Background: an optimization exercise with open tools, aiming at small area, a short achievable clock period and few clock cycles. Do not read the settings as production practice.
RTL that was checked went through simulation tests only; none was proved equivalent to the original.

==> inputs of xenon <==
## approx_mac_top
module approx_mac_top (
    input  wire                         clk,
    input  wire                         arst_n,
    input  wire [33:0]                  cmd,     
    input  wire                         cmd_valid,
    output logic                        cmd_ready,
    output logic [151:0]                result,  
    output logic                        result_valid,
    input  wire                         result_ready
);
    mac_op_pkg::mac_cmd_t         cmd_s;
    mac_data_pkg::mac_result_t    result_s;
    assign cmd_s  = cmd;
    assign result = result_s;
    logic       a_v;
    logic [1:0] a_op;
    logic       go;
    logic       a_v_nxt;
    logic       rv_nxt;
    logic       b_clr;
    logic       b_apx;
    logic       b_exa;
    assign go      = !result_valid || result_ready;
    assign a_v_nxt = (a_v && !go) || (cmd_valid && cmd_ready);
    assign rv_nxt  = (result_valid && !result_ready) || (a_v && go && a_op == mac_op_pkg::OP_READ);
    always_ff @(posedge clk or negedge arst_n) begin
        if (!arst_n) begin
            a_v          <= 1'b0;
            cmd_ready    <= 1'b1;
            result_valid <= 1'b0;
            b_clr        <= 1'b0;
            b_apx        <= 1'b0;
            b_exa        <= 1'b0;
        end else begin
            a_v          <= a_v_nxt;
            result_valid <= rv_nxt;
            cmd_ready    <= !(a_v_nxt && rv_nxt);
            b_clr        <= a_v && go && a_op == mac_op_pkg::OP_CLEAR;
            b_apx        <= a_v && go && a_op == mac_op_pkg::OP_MAC_APPROX;
            b_exa        <= a_v && go && a_op == mac_op_pkg::OP_MAC_EXACT;
        end
    end
    logic [16-1:0] x;   
    logic [16-1:0] y;   
    logic                   ex;  
    always_ff @(posedge clk) begin
        if (cmd_ready) begin
            a_op <= cmd_s.op;
            x    <= cmd_s.a;
            y    <= cmd_s.b;
        end
    end
    assign ex = (a_op == mac_op_pkg::OP_MAC_EXACT);
    logic signed [40-1:0] acc;
    logic [39:0]                  acc_s;    
    logic [39:0]                  acc_c;
    logic [20:0]                  d;        
    logic pt_w1;
    logic pt_w2;
    logic pt_w3;
    logic pt_w4;
    logic pt_w5;
    logic pt_w6;
    logic pt_w7;
    logic pt_w8;
    logic pt_w9;
    logic pt_w10;
    logic pt_w11;
    logic pt_w12;
    logic pt_w13;
    logic pt_w14;
  ...
Settings: LEC_CHECK=0, CAP_MARGIN=20, CORE_MARGIN=2, CORE_UTILIZATION=40, SETUP_SLACK_MARGIN=5, SLEW_MARGIN=20, SYNTH_HIERARCHICAL=1; clock period 9.0 ns.
run.sh (not shown) runs the stock make flow with config.mk's settings and CLKGATE_MAP_FILE= SYNTH_SCRIPT=/design/flow/synth_recipe.tcl, a recipe that flattens the netlist after the stock synthesis.
==> inputs of harbor, as changes to xenon <==
--- a/flow/design.v
+++ b/flow/design.v
@@ -52,40 +52,51 @@
     output logic                        result_valid,
     input  wire                         result_ready
 );
     mac_op_pkg::mac_cmd_t         cmd_s;
     mac_data_pkg::mac_result_t    result_s;
     assign cmd_s  = cmd;
     assign result = result_s;
-    logic       a_v;
+    logic       a_v;        
     logic [1:0] a_op;
-    logic       go;
+    logic       clr_p;      
+    logic       go;         
+    logic       accept;
+    logic       clr_go;     
+    logic       a_go;       
     logic       a_v_nxt;
+    logic       clr_p_nxt;
     logic       rv_nxt;
     logic       b_clr;
     logic       b_apx;
     logic       b_exa;
-    assign go      = !result_valid || result_ready;
-    assign a_v_nxt = (a_v && !go) || (cmd_valid && cmd_ready);
-    assign rv_nxt  = (result_valid && !result_ready) || (a_v && go && a_op == mac_op_pkg::OP_READ);
+    assign go        = !result_valid || result_ready;
+    assign accept    = cmd_valid && cmd_ready;
+    assign clr_go    = clr_p && go;
+    assign a_go      = a_v && go && !clr_p;
+    assign a_v_nxt   = (a_v && !a_go) || (accept && cmd_s.op != mac_op_pkg::OP_CLEAR);
+    assign clr_p_nxt = (clr_p && !clr_go) || (accept && cmd_s.op == mac_op_pkg::OP_CLEAR);
+    assign rv_nxt    = (result_valid && !result_ready) || (a_go && a_op == mac_op_pkg::OP_READ);
     always_ff @(posedge clk or negedge arst_n) begin
         if (!arst_n) begin
             a_v          <= 1'b0;
+            clr_p        <= 1'b0;
             cmd_ready    <= 1'b1;
             result_valid <= 1'b0;
             b_clr        <= 1'b0;
             b_apx        <= 1'b0;
             b_exa        <= 1'b0;
         end else begin
             a_v          <= a_v_nxt;
+            clr_p        <= clr_p_nxt;
             result_valid <= rv_nxt;
-            cmd_ready    <= !(a_v_nxt && rv_nxt);
-            b_clr        <= a_v && go && a_op == mac_op_pkg::OP_CLEAR;
-            b_apx        <= a_v && go && a_op == mac_op_pkg::OP_MAC_APPROX;
-            b_exa        <= a_v && go && a_op == mac_op_pkg::OP_MAC_EXACT;
+            cmd_ready    <= !(a_v_nxt && (rv_nxt || clr_p_nxt));
+            b_clr        <= clr_go;
+            b_apx        <= a_go && a_op == mac_op_pkg::OP_MAC_APPROX;
+            b_exa        <= a_go && a_op == mac_op_pkg::OP_MAC_EXACT;
         end
     end
     logic [16-1:0] x;   
     logic [16-1:0] y;   
     logic                   ex;  
     always_ff @(posedge clk) begin
         if (cmd_ready) begin
@@ -1773,44 +1784,36 @@
     assign d = {ehi[7:1], elo_q[13:0]};
     logic [48-1:0]  err_sum;
     logic [19:0]            max_q;
     logic [32-1:0] approx_cnt;
     logic                   neg;
     logic [19:0]            d_inv;    
     logic [19:0]            abs_err;  
-    logic [22:0]            sum_lo;   
-    logic [26:0]            sum_hi1;  
+    logic [48:0]            sum_nxt;
     logic [21:0]            cmp;      
     assign neg     = d[20];
     assign d_inv   = d[19:0] ^ {20{neg}};
     assign abs_err = d_inv + {19'b0, neg};
-    assign sum_lo  = {1'b0, err_sum[20:0], 1'b1} + {2'b0, d_inv, neg};
-    assign sum_hi1 = err_sum[47:21] + 1'b1;
-    logic [20:0] acc_lo;
-    logic [19:0] acc_hi0;
-    logic [19:0] acc_hi1;
-    assign acc_lo  = {1'b0, acc_s[19:0]} + {1'b0, acc_c[19:0]};
-    assign acc_hi0 = acc_s[39:20] + acc_c[39:20];
-    assign acc_hi1 = acc_s[39:20] + acc_c[39:20] + 20'd1;
+    assign sum_nxt = {err_sum, 1'b1} + {28'b0, d_inv, neg};
     assign cmp     = {1'b0, d_inv, 1'b1} + {1'b0, ~max_q, neg};
     always_ff @(posedge clk or negedge arst_n) begin
         if (!arst_n) begin
             acc        <= '0;
             err_sum    <= '0;
             max_q      <= '0;
             approx_cnt <= '0;
         end else if (b_clr) begin
             acc        <= '0;
             err_sum    <= '0;
             max_q      <= '0;
             approx_cnt <= '0;
         end else begin
-            if (b_apx || b_exa) acc <= {acc_lo[20] ? acc_hi1 : acc_hi0, acc_lo[19:0]};  
+            if (b_apx || b_exa) acc <= acc_s + acc_c;  
             if (b_apx) begin
-                err_sum    <= {sum_lo[22] ? sum_hi1 : err_sum[47:21], sum_lo[21:1]};
+                err_sum    <= sum_nxt[48:1];
                 approx_cnt <= approx_cnt + 1'b1;
                 if (cmp[21]) max_q <= abs_err;
             end
         end
     end
     assign result_s.acc        = acc;
     assign result_s.err_sum    = err_sum;
==> flow/flow/run.sh (new file) <==
#!/bin/bash
# The standard layout (the standard.sh, all ORFS steps unchanged), except that the
# port buffers buffer_ports inserts are sky130_fd_sc_hd__buf_1 cells instead of the
# delay buffers it picks by default. Every input and output port still gets a buffer.
set -euo pipefail
export BUFFER_PORTS_ARGS="-buffer_cell sky130_fd_sc_hd__buf_1"
bash standard.sh > standard_flow.log 2>&1
==> flow/standard.sh (new file) <==
#!/bin/bash
# synth_recipe.tcl (not shown) runs the flow's synth.tcl, then flattens the netlist and writes it again
# the make line also repeats each setting of config.mk as NAME=value (left out here)
make -C /OpenROAD-flow-scripts/flow DESIGN_CONFIG=/design/flow/config.mk WORK_HOME=/design/flow/orfs CLKGATE_MAP_FILE= SYNTH_SCRIPT=/design/flow/synth_recipe.tcl "${@:-finish}"
CORE_UTILIZATION = 60   (was 40)
CTS_BUF_LIST = sky130_fd_sc_hd__clkbuf_8   (was unset)
CTS_CLUSTER_DIAMETER = 60   (was unset)
CTS_CLUSTER_SIZE = 16   (was unset)
SETUP_SLACK_MARGIN = 4.7   (was 5)
removed: flow/run.sh
==> comparison table <==
quantity	harbor	xenon
Average wire per cell in the routed design	20.4 um	19.8 um
Post-CTS setup buffer count	4	91
Outcome	complete, no violations	complete, no violations
Routability-driven placement congestion ratio	0.910	0.855
Synthesized-area fraction occupied by ao, oa, aoi and oai cells	10.2%	10.5%
Headroom to the max-slew limit	32.6%	29.8%
Violation count after the first detailed-route iteration	1,249	957
R2R Setup Slk	4860 ps	4360 ps
Non-clock inverters	86	89
Number of global-route vias before repair	16,562	18,136
Xor-xnor portion of the synthesized cell area	5.87%	5.63%
DPL Wire Length	42.1 mm	44.5 mm
Testbench counts of harbor, summed over its fixed seeds: cycles 8,168.
For xenon, only the layout was checked, not whether the RTL still works.

==> run a: inputs <==
Another version of the RTL of approx_mac_top (not shown whole).
==> flow/config.mk <==
export PLATFORM = sky130hd
export DESIGN_NAME = approx_mac_top
export DESIGN_NICKNAME = approx_mac_top
export VERILOG_FILES = /design/flow/design.v
export SDC_FILE = /design/flow/constraint.sdc
export NUM_CORES = 4
export LEC_CHECK = 0
export ABC_CLOCK_PERIOD_IN_PS = 4000
export CAP_MARGIN = 20
export CORE_MARGIN = 2
export CORE_UTILIZATION = 40
export SETUP_SLACK_MARGIN = 5
export SLEW_MARGIN = 20
export SYNTH_HIERARCHICAL = 1
==> flow/constraint.sdc <==
create_clock -name core_clock -period 9.0 [get_ports {clk}]
set_input_delay 1.8000 -clock core_clock [delete_from_list [all_inputs] [get_ports {clk}]]
set_output_delay 1.8000 -clock core_clock [all_outputs]
set_load 0.01 [all_outputs]
Stock flow here: none of the scripts above is used.
==> run b: changes against run a <==
--- a/flow/design.v
+++ b/flow/design.v
@@ -95,14 +95,13 @@
         end
     end
     assign ex = (a_op == mac_op_pkg::OP_MAC_EXACT);
     logic signed [40-1:0] acc;
     logic [39:0]                  acc_s;    
     logic [39:0]                  acc_c;
-    logic [20:0]                  d_s;      
-    logic [20:0]                  d_c;
+    logic [20:0]                  d;        
     logic pt_w1;
     logic pt_w2;
     logic pt_w3;
     logic pt_w4;
     logic pt_w5;
     logic pt_w6;
@@ -1039,13 +1038,16 @@
     logic at_w74;
     logic at_w75;
     logic at_w76;
     logic at_w77;
     logic at_w78;
     logic [61:0] pr_q;
-    logic [37:0] er_q;
+    logic [10:0] er_q;
+    logic [14:0] elo;
+    logic [14:0] elo_q;
+    logic [7:0] ehi;
     assign pt_w3 = (x[6] & y[8]);
     assign pt_w4 = (x[7] & y[7]);
     assign pt_w5 = (x[8] & y[6]);
     mac_fa pt_fa5 (.a(pt_w3), .b(pt_w4), .c(pt_w5), .s(pt_w1), .co(pt_w2));
     assign pt_w8 = (x[9] & y[5]);
     assign pt_w9 = (x[10] & y[4]);
@@ -1637,13 +1639,15 @@
     assign et_w172 = ~((x[2] & y[14]) ^ (x[3] & y[13]));
     mac_fa et_fa172 (.a(et_w123), .b(et_w124), .c(et_w172), .s(et_w170), .co(et_w171));
     assign et_w175 = ~((x[4] & y[13]) ^ (x[5] & y[12]));
     mac_fa et_fa175 (.a(et_w125), .b(et_w126), .c(et_w175), .s(et_w173), .co(et_w174));
     assign et_w176 = ~(et_w127 ^ ((x[4] & y[13]) ^ (x[5] & y[12])));
     assign et_w177 = et_w127 | ((x[4] & y[13]) ^ (x[5] & y[12]));
+    assign elo = {1'b0, et_w161, et_w159, et_w156, et_w153, et_w150, et_w147, et_w145, et_w142, et_w139, et_w136, et_w132, et_w130, et_w129, 1'b1} + {1'b0, et_w162, et_w160, et_w158, et_w155, et_w152, et_w149, et_w146, et_w144, et_w141, et_w138, et_w135, et_w131, ~(x[1] & y[0]), ~(x[0] & y[0])};
     always_ff @(posedge clk) begin
+        elo_q <= elo;
         pr_q[0] <= ((x[0] & y[0]) & ex);
         pr_q[1] <= ((x[0] & y[1]) & ex);
         pr_q[2] <= ((x[1] & y[0]) & ex);
         pr_q[3] <= pt_w620;
         pr_q[4] <= ((x[2] & y[0]) & ex);
         pr_q[5] <= pt_w621;
@@ -1700,50 +1704,23 @@
         pr_q[56] <= pt_w678;
         pr_q[57] <= pt_w679;
         pr_q[58] <= pt_w681;
         pr_q[59] <= pt_w682;
         pr_q[60] <= pt_w684;
         pr_q[61] <= pt_w685;
-        er_q[0] <= ~(x[0] & y[0]);
-        er_q[1] <= et_w129;
-        er_q[2] <= ~(x[1] & y[0]);
-        er_q[3] <= et_w130;
-        er_q[4] <= et_w131;
-        er_q[5] <= et_w132;
-        er_q[6] <= et_w135;
-        er_q[7] <= et_w136;
-        er_q[8] <= et_w138;
-        er_q[9] <= et_w139;
-        er_q[10] <= et_w141;
-        er_q[11] <= et_w142;
-        er_q[12] <= et_w144;
-        er_q[13] <= et_w145;
-        er_q[14] <= et_w146;
-        er_q[15] <= et_w147;
-        er_q[16] <= et_w149;
-        er_q[17] <= et_w150;
-        er_q[18] <= et_w152;
-        er_q[19] <= et_w153;
-        er_q[20] <= et_w155;
-        er_q[21] <= et_w156;
-        er_q[22] <= et_w158;
-        er_q[23] <= et_w159;
-        er_q[24] <= et_w160;
-        er_q[25] <= et_w161;
-        er_q[26] <= et_w162;
-        er_q[27] <= et_w163;
-        er_q[28] <= et_w165;
-        er_q[29] <= et_w166;
-        er_q[30] <= et_w168;
-        er_q[31] <= et_w169;
-        er_q[32] <= et_w170;
-        er_q[33] <= et_w171;
-        er_q[34] <= et_w173;
-        er_q[35] <= et_w174;
-        er_q[36] <= et_w176;
-        er_q[37] <= et_w177;
+        er_q[0] <= et_w163;
+        er_q[1] <= et_w165;
+        er_q[2] <= et_w166;
+        er_q[3] <= et_w168;
+        er_q[4] <= et_w169;
+        er_q[5] <= et_w170;
+        er_q[6] <= et_w171;
+        er_q[7] <= et_w173;
+        er_q[8] <= et_w174;
+        er_q[9] <= et_w176;
+        er_q[10] <= et_w177;
     end
     mac_ha at_ha2 (.a(acc[1]), .b(pr_q[1]), .s(at_w1), .co(at_w2));
     mac_fa at_fa4 (.a(acc[2]), .b(pr_q[3]), .c(pr_q[4]), .s(at_w3), .co(at_w4));
     mac_fa at_fa6 (.a(acc[3]), .b(pr_q[5]), .c(pr_q[6]), .s(at_w5), .co(at_w6));
     mac_fa at_fa8 (.a(acc[4]), .b(pr_q[7]), .c(pr_q[8]), .s(at_w7), .co(at_w8));
     mac_fa at_fa10 (.a(acc[5]), .b(pr_q[9]), .c(pr_q[10]), .s(at_w9), .co(at_w10));
@@ -1789,24 +1766,22 @@
     assign at_w75 = ~acc[38];
     assign at_w76 = acc[38];
     assign at_w77 = ~acc[39];
     assign at_w78 = acc[39];
     assign acc_s = {at_w76, at_w74, at_w72, at_w70, at_w68, at_w66, at_w64, at_w62, at_w60, at_w58, at_w56, at_w54, at_w52, at_w50, at_w48, at_w46, at_w44, at_w42, at_w40, at_w38, at_w36, at_w34, at_w32, at_w30, at_w28, at_w26, at_w24, at_w22, at_w20, at_w18, at_w16, at_w14, at_w12, at_w10, at_w8, at_w6, at_w4, at_w2, at_w1, acc[0]};
     assign acc_c = {at_w77, at_w75, at_w73, at_w71, at_w69, at_w67, at_w65, at_w63, at_w61, at_w59, at_w57, at_w55, at_w53, at_w51, at_w49, at_w47, at_w45, at_w43, at_w41, at_w39, at_w37, at_w35, at_w33, at_w31, at_w29, at_w27, at_w25, at_w23, at_w21, at_w19, at_w17, at_w15, at_w13, at_w11, at_w9, at_w7, at_w5, at_w3, pr_q[2], pr_q[0]};
-    assign d_s = {1'b1, er_q[37], er_q[35], er_q[33], er_q[31], er_q[29], er_q[27], er_q[25], er_q[23], er_q[21], er_q[19], er_q[17], er_q[15], er_q[13], er_q[11], er_q[9], er_q[7], er_q[5], er_q[3], er_q[1], 1'b1};
-    assign d_c = {1'b0, 1'b0, er_q[36], er_q[34], er_q[32], er_q[30], er_q[28], er_q[26], er_q[24], er_q[22], er_q[20], er_q[18], er_q[16], er_q[14], er_q[12], er_q[10], er_q[8], er_q[6], er_q[4], er_q[2], er_q[0]};
+    assign ehi = {1'b1, er_q[10], er_q[8], er_q[6], er_q[4], er_q[2], er_q[0], 1'b1} + {1'b0, 1'b0, er_q[9], er_q[7], er_q[5], er_q[3], er_q[1], elo_q[14]};
+    assign d = {ehi[7:1], elo_q[13:0]};
     logic [48-1:0]  err_sum;
     logic [19:0]            max_q;
     logic [32-1:0] approx_cnt;
-    logic [20:0]            d;        
     logic                   neg;
     logic [19:0]            d_inv;    
     logic [19:0]            abs_err;  
     logic [48:0]            sum_nxt;
     logic [21:0]            cmp;      
-    assign d       = d_s + d_c;
     assign neg     = d[20];
     assign d_inv   = d[19:0] ^ {20{neg}};
     assign abs_err = d_inv + {19'b0, neg};
     assign sum_nxt = {err_sum, 1'b1} + {28'b0, d_inv, neg};
     assign cmp     = {1'b0, d_inv, 1'b1} + {1'b0, ~max_q, neg};
     always_ff @(posedge clk or negedge arst_n) begin
==> flow/flow/run.sh (new file) <==
#!/bin/bash
# The standard layout (the standard.sh, all ORFS steps unchanged), except that:
# - the port buffers buffer_ports inserts are sky130_fd_sc_hd__buf_1 cells instead of the
#   delay buffers it picks by default (every input and output port still gets a buffer);
set -euo pipefail
export BUFFER_PORTS_ARGS="-buffer_cell sky130_fd_sc_hd__buf_1"
bash standard.sh SETUP_SLACK_MARGIN=6.5 finish > standard_flow.log 2>&1
==> flow/standard.sh (new file) <==
#!/bin/bash
# synth_recipe.tcl (not shown) runs the flow's synth.tcl, then flattens the netlist and writes it again
# the make line also repeats each setting of config.mk as NAME=value (left out here)
make -C /OpenROAD-flow-scripts/flow DESIGN_CONFIG=/design/flow/config.mk WORK_HOME=/design/flow/orfs CLKGATE_MAP_FILE= SYNTH_SCRIPT=/design/flow/synth_recipe.tcl "${@:-finish}"
ABC_CLOCK_PERIOD_IN_PS = unset   (was 4000)
CORE_UTILIZATION = 60   (was 40)
CTS_BUF_LIST = sky130_fd_sc_hd__clkbuf_8   (was unset)
CTS_CLUSTER_DIAMETER = 60   (was unset)
CTS_CLUSTER_SIZE = 16   (was unset)
removed: flow/run.sh
==> qor summary <==
| metric | run a | run b |
|---|---|---|
| Status | finished clean | finished clean |
| GRT Overall Usage | 21.9% | 36.8% |
| Y dimension of the die | 242 µm | 196 µm |
| Commonest non-fill, non-tap cell in the layout | sky130_fd_sc_hd__fa_1 | sky130_fd_sc_hd__buf_4 |
| Routed wirelength normalized by instance count | 19.7 µm | 24.1 µm |
| Worst clock skew | 13.4 ps | 27.8 ps |
| Avg Inst Size Synth | 10.3 µm² | 10.2 µm² |
| Layout clock buffer count | 46 | 29 |
| Count of TritonRoute iterations in the first routing pass | 6 | 5 |
| Mux contribution to synthesized area | 0.582% | 0.639% |
| Net count reported at finish | 2911 | 3182 |
| Area share of the largest cell type after synthesis | 23.6% | 24.2% |
| Routing usage on met2 | 37.2% | 60.1% |
| FF-to-FF path depth | 21 | 19 |
| Worst slew margin relative to its limit | 33.3% | 38.3% |
| Synth async-reset ratio | 52.1% | 54.5% |
| Number of resized instances in the post-cts repair step | 154 | 392 |
Testbench counts of run a, summed over its fixed seeds: cycles 8,399.
Testbench counts of run b, summed over its fixed seeds: cycles 8,399.

## port drivers added, routing unchanged
How much do the figures lean on ideal ports? The routed layouts below were timed once more, with nothing changed but the port constraints.
Step 1, drivers: a clkbuf_16 drives clk and a buf_2 each remaining input, both assumed.
Step 2 times the ports against the registers' clock, not the clock port: input delays grow and output delays shrink by t, the midpoint of the rising clock arrivals with the driver on.
Three values: ideal, step 1, step 2; two values: the first two.
| run | shift t [ns] | slack for setup (ns) | worst slew at a driven data input, ns |
|---|---|---|---|
| xenon | 0.603 | 4.361 / 4.361 / 4.361 | 0.10 |
| harbor | 0.676 | 4.857 / 4.857 / 4.857 | 0.08 |
| run a | 0.604 | 4.703 / 4.703 / 4.703 | 0.09 |
| run b | 0.698 | 5.009 / 5.009 / 5.009 | 0.08 |
After both steps every run listed still meets setup and hold.
